This design comes from an exercise in tuning for small area, a short achievable clock period and few clock cycles per item on the open sky130 flow, not from production work. RTL that was checked went through simulation tests only; none was proved equivalent to the original.

## ycbcr420_to_rgb_flip_core
module ycbcr420_to_rgb_flip_core
#(
	parameter int MAX_WIDTH  = 2048,
	parameter int MAX_HEIGHT = 2048
) (
	input  logic        clk,
	input  logic        arst_n,
	input  logic        wr_en,
	input  logic [1:0]  wr_index,
	input  logic [12:0] wr_data,
	input  logic        s_tvalid,
	output logic        s_tready,
	input  logic [47:0] s_tdata,
	output logic        m_tvalid,
	input  logic        m_tready,
	output logic [71:0] m_tdata,
	output logic        m_tlast,
	output logic        m_tuser
);
export LEC_CHECK = 0
export CAP_MARGIN = 20
export CORE_MARGIN = 2
export CORE_UTILIZATION = 55
export CTS_BUF_LIST = sky130_fd_sc_hd__clkbuf_8
export CTS_CLUSTER_DIAMETER = 100
export CTS_CLUSTER_SIZE = 12
export SLEW_MARGIN = 20
create_clock -name core_clock -period 11.0 [get_ports {clk}]
standard.sh (not shown) runs the stock make flow with config.mk's settings and CLKGATE_MAP_FILE= SYNTH_SCRIPT=/design/flow/synth_recipe.tcl, a recipe that flattens the netlist after the stock synthesis.
==> flow/flow/run.sh <==
#!/bin/bash
# The standard layout, with repair_timing aiming below the clock period
# (setup margin) so the critical paths are sized and buffered, and the port
# buffers made from the smallest buffer cell (repair sizes them up as needed).
set -euo pipefail
bash standard.sh SETUP_SLACK_MARGIN=7.0 "BUFFER_PORTS_ARGS=-buffer_cell sky130_fd_sc_hd__buf_1" finish > make.log 2>&1
Testbench counts at the start, summed over its fixed seeds: cycles 19,304, items 9,600.
Change:
Settings changed: CORE_UTILIZATION 55 to 40, CTS_CLUSTER_DIAMETER 100 to unset, CTS_CLUSTER_SIZE 12 to 16.
=>
- The changed run completed with no timing, DRC or antenna violations
- design area went up by a few percent
- worst setup slack gains 0.093 ns
- cell count went up by roughly a tenth
- first-iteration DRC count went up by roughly a tenth
- via count went up slightly
Change:
Settings changed: CORE_UTILIZATION 40 to 50, CTS_CLUSTER_DIAMETER set to 100, CTS_CLUSTER_SIZE 16 to 12.
The changed run completed with no timing, DRC or antenna violations.
Cell area falls by 3.6%.
Setup slack got worse by 0.11 ns.
Clock-buffer cell count decreases by 24.
Clock skew hardly moves.
First-iteration DRC count came out lower by 0.55%.
Critical path depth stays the same.
Die area falls by 20%.
Core utilization climbs by 9.9 points.
Cell count went down by 7.0%.

---

== JK ==
ycbcr420_to_rgb_flip_core again, from the RTL that the note above started with.
Settings: LEC_CHECK=0, CAP_MARGIN=20, CORE_MARGIN=2, CORE_UTILIZATION=40, CTS_BUF_LIST=sky130_fd_sc_hd__clkbuf_8, SLEW_MARGIN=20; clock period 11.0 ns.
==> flow/flow/run.sh <==
#!/bin/bash
# The standard layout, with repair_timing aiming below the clock period
# (setup margin) so the critical paths are sized and buffered, and the port
# buffers made from the smallest buffer cell (repair sizes them up as needed).
set -euo pipefail
bash standard.sh SETUP_SLACK_MARGIN=6.8 "BUFFER_PORTS_ARGS=-buffer_cell sky130_fd_sc_hd__buf_1" finish > make.log 2>&1
Testbench counts of JK, summed over its fixed seeds: cycles 19,304, items 9,600.
#### Input delta (MS over JK)
diff --git a/flow/flow/run.sh b/flow/flow/run.sh
--- a/flow/flow/run.sh
+++ b/flow/flow/run.sh
@@ -6 +6 @@
-bash standard.sh SETUP_SLACK_MARGIN=6.8 "BUFFER_PORTS_ARGS=-buffer_cell sky130_fd_sc_hd__buf_1" finish > make.log 2>&1
+bash standard.sh SETUP_SLACK_MARGIN=7.0 "BUFFER_PORTS_ARGS=-buffer_cell sky130_fd_sc_hd__buf_1" finish > make.log 2>&1
==> results.txt <==
- The flow did not stop early for MS: all stages ran, and the layout cleared the timing, DRC and antenna checks.
- Share of the final layout cell area in multi-input gates: higher on MS
- MS vs. JK: shortest clock period the worst path allows after layout lower; number of antenna violations at the first check in global routing higher; number of global-route vias before repair saw a decrease.
- In the tables for JK and MS, cell count along the critical path reads lower with JK.
Modified inputs, AL compared to MS
- CTS_CLUSTER_SIZE: unset -> 10
- CTS_CLUSTER_DIAMETER: unset -> 80
--- outcome ---
- H-tree depth: AL vs MS down 1
- The count of clock-buffer cells in the layout in MS is 1.7 times that in AL.
- From MS to AL the numbers moved as follows: total core area saw little to no change, fmax lost 0.0026 GHz, instance count after placement with tap cells included roughly the same.
- AL improves on MS in wire length.
--- input diff AL..TR ---
- changing CTS_CLUSTER_DIAMETER from 80 to 60
- changing CTS_CLUSTER_SIZE from 10 to 18
- Going from AL to TR, multi-input combinational cell area +about 0.7%; final core utilization shows an increase of 0.80 points; register-to-register slack up 0.03 ns; achievable frequency grew by 0.0021 GHz.
- Sort TR and AL by global-route usage, ascending, and AL comes first.
- Status: global-route wire length before repair parity (TR, AL)
- Area of all placed cells without fillers deteriorates in TR relative to AL.
- Comparing TR and AL, the lower routed wire length is on AL.

---

ycbcr420_to_rgb_flip_core, a different RTL version from the one above (not shown whole).
Size in the first run: about 2100 cells after synthesis, roughly 260 flip-flops, roughly 140 I/O pins.
clock: 11.0 ns
lec_check: 0
cap_margin: 20
core_margin: 2
core_utilization: 40
slew_margin: 20
==> flow/flow/run.sh <==
#!/bin/bash
# The standard layout, with repair_timing aiming below the clock period
# (setup margin) so the critical paths are sized and buffered, and the port
# buffers made from the smallest buffer cell (repair sizes them up as needed).
set -euo pipefail
bash standard.sh SETUP_SLACK_MARGIN=7.0 "BUFFER_PORTS_ARGS=-buffer_cell sky130_fd_sc_hd__buf_1" finish > make.log 2>&1
The baseline finished with timing, DRC and antenna clean.
Next try:
==> flow/flow/run.sh (replaced) <==
#!/bin/bash
# The standard layout, with repair_timing aiming below the clock period
# (setup margin) so the critical paths are sized and buffered, and the port
# buffers made from the smallest buffer cell (repair sizes them up as needed).
set -euo pipefail
bash standard.sh SETUP_SLACK_MARGIN=7.3 "BUFFER_PORTS_ARGS=-buffer_cell sky130_fd_sc_hd__buf_1" finish > make.log 2>&1
After rerunning:
- design area climbs by about 4%
- synthesized cell count stays the same
Function was not checked in any run of this note: the RTL went through the layout flow alone.

---

Setup of job 101:
ycbcr420_to_rgb_flip_core with an RTL version that a note above also has.
Size in the first run: ~2,000 cells after synthesis, roughly 260 flip-flops, about 20,000 um^2 of cells after synthesis.
Settings: LEC_CHECK=0, CAP_MARGIN=20, CORE_MARGIN=2, CORE_UTILIZATION=40, CTS_BUF_LIST=sky130_fd_sc_hd__clkbuf_8, CTS_CLUSTER_DIAMETER=100, CTS_CLUSTER_SIZE=12, SLEW_MARGIN=20; clock period 11.0 ns.
==> flow/flow/run.sh <==
#!/bin/bash
# The standard layout, with repair_timing aiming below the clock period
# (setup margin) so the critical paths are sized and buffered, and the port
# buffers made from the smallest buffer cell (repair sizes them up as needed).
set -euo pipefail
bash standard.sh SETUP_SLACK_MARGIN=7.15 "BUFFER_PORTS_ARGS=-buffer_cell sky130_fd_sc_hd__buf_1" finish > make.log 2>&1
Testbench counts of job 101, summed over its fixed seeds: cycles 19,304, items 9,600.
Input changes introduced in job 102 (baseline for comparison: job 101):
--- a/flow/flow/run.sh
+++ b/flow/flow/run.sh
@@ -4,3 +4,3 @@
 # buffers made from the smallest buffer cell (repair sizes them up as needed).
 set -euo pipefail
-bash standard.sh SETUP_SLACK_MARGIN=7.15 "BUFFER_PORTS_ARGS=-buffer_cell sky130_fd_sc_hd__buf_1" finish > make.log 2>&1
+bash standard.sh SETUP_SLACK_MARGIN=7.0 "BUFFER_PORTS_ARGS=-buffer_cell sky130_fd_sc_hd__buf_1" finish > make.log 2>&1
--- a/flow/config.mk
+++ b/flow/config.mk
@@ -10,5 +10,4 @@
 export CORE_UTILIZATION = 40
 export CTS_BUF_LIST = sky130_fd_sc_hd__clkbuf_8
-export CTS_CLUSTER_DIAMETER = 100
-export CTS_CLUSTER_SIZE = 12
+export CTS_CLUSTER_SIZE = 13
 export SLEW_MARGIN = 20
## What came out
- Comparing job 102 and job 101, the lower setup slack is on job 102.
- What job 101 reported for count of instances resized after the clock tree is built has to be multiplied by 0.41 to get the figure for job 102.
- Of the two values seen for slowest cell on the critical path, fa_1 was produced by job 101 and edfxtp_1 by job 102.
- Compared with job 101, job 102 shows time the worst path needs with I/O delays and setup higher by 0.0063 ns.
- Compared job 102 against job 101; post-route core utilization within noise.
- Data required time at the worst endpoint delta for job 102 relative to job 101: 0.03 ns lower
- Re worst hold slack across all endpoints: job 102 is 0.0053 ns down on job 101.

-- what the ideal ports hide --
No port has a modelled driver above. Below, the same layouts with a new extraction and two added sets of constraints.
Step 1, drivers: a clkbuf_16 drives clk and a buf_2 each remaining input, both assumed.
Step 2, shift: input delay + t, output delay - t, t = (earliest + latest rising clock arrival at the registers) / 2. This alone moves slack from input paths to output paths.
a / b / c = no drivers / after step 1 / after step 2; a / b = the first two.
run	t (ns)	setup slack, ns	latest minus earliest clock arrival (ns)	slew at the worst register clock pin (ns)	worst slew at a driven data input, ns
the first run of note 1	0.661	6.902 / 6.902 / 6.537	0.036 / 0.037	0.11 / 0.11	0.05
the second run of note 1	0.670	6.994 / 6.994 / 6.556	0.031 / 0.032	0.07 / 0.07	0.06
the third run of note 1	0.651	6.886 / 6.886 / 6.520	0.029 / 0.029	0.10 / 0.10	0.05
JK	0.673	6.905 / 6.905 / 6.543	0.060 / 0.060	0.07 / 0.07	0.06
MS	0.670	6.994 / 6.994 / 6.556	0.031 / 0.032	0.07 / 0.07	0.06
AL	0.684	6.952 / 6.952 / 6.528	0.031 / 0.030	0.09 / 0.09	0.06
TR	0.645	6.986 / 6.986 / 6.521	0.055 / 0.054	0.11 / 0.11	0.06
the first run of note 3	0.640	6.780 / 6.780 / 6.566	0.035 / 0.034	0.07 / 0.07	0.06
the second run of note 3	0.595	6.704 / 6.704 / 6.704	0.032 / 0.033	0.06 / 0.06	0.04
job 101	0.663	7.001 / 7.001 / 6.646	0.026 / 0.026	0.10 / 0.10	0.04
job 102	0.670	6.994 / 6.994 / 6.556	0.031 / 0.032	0.07 / 0.07	0.06
After both steps setup and hold are still met in every run listed. The setup slack of TR, which loses most, moves by 0.000 ns with the drivers and by -0.465 ns with both steps.
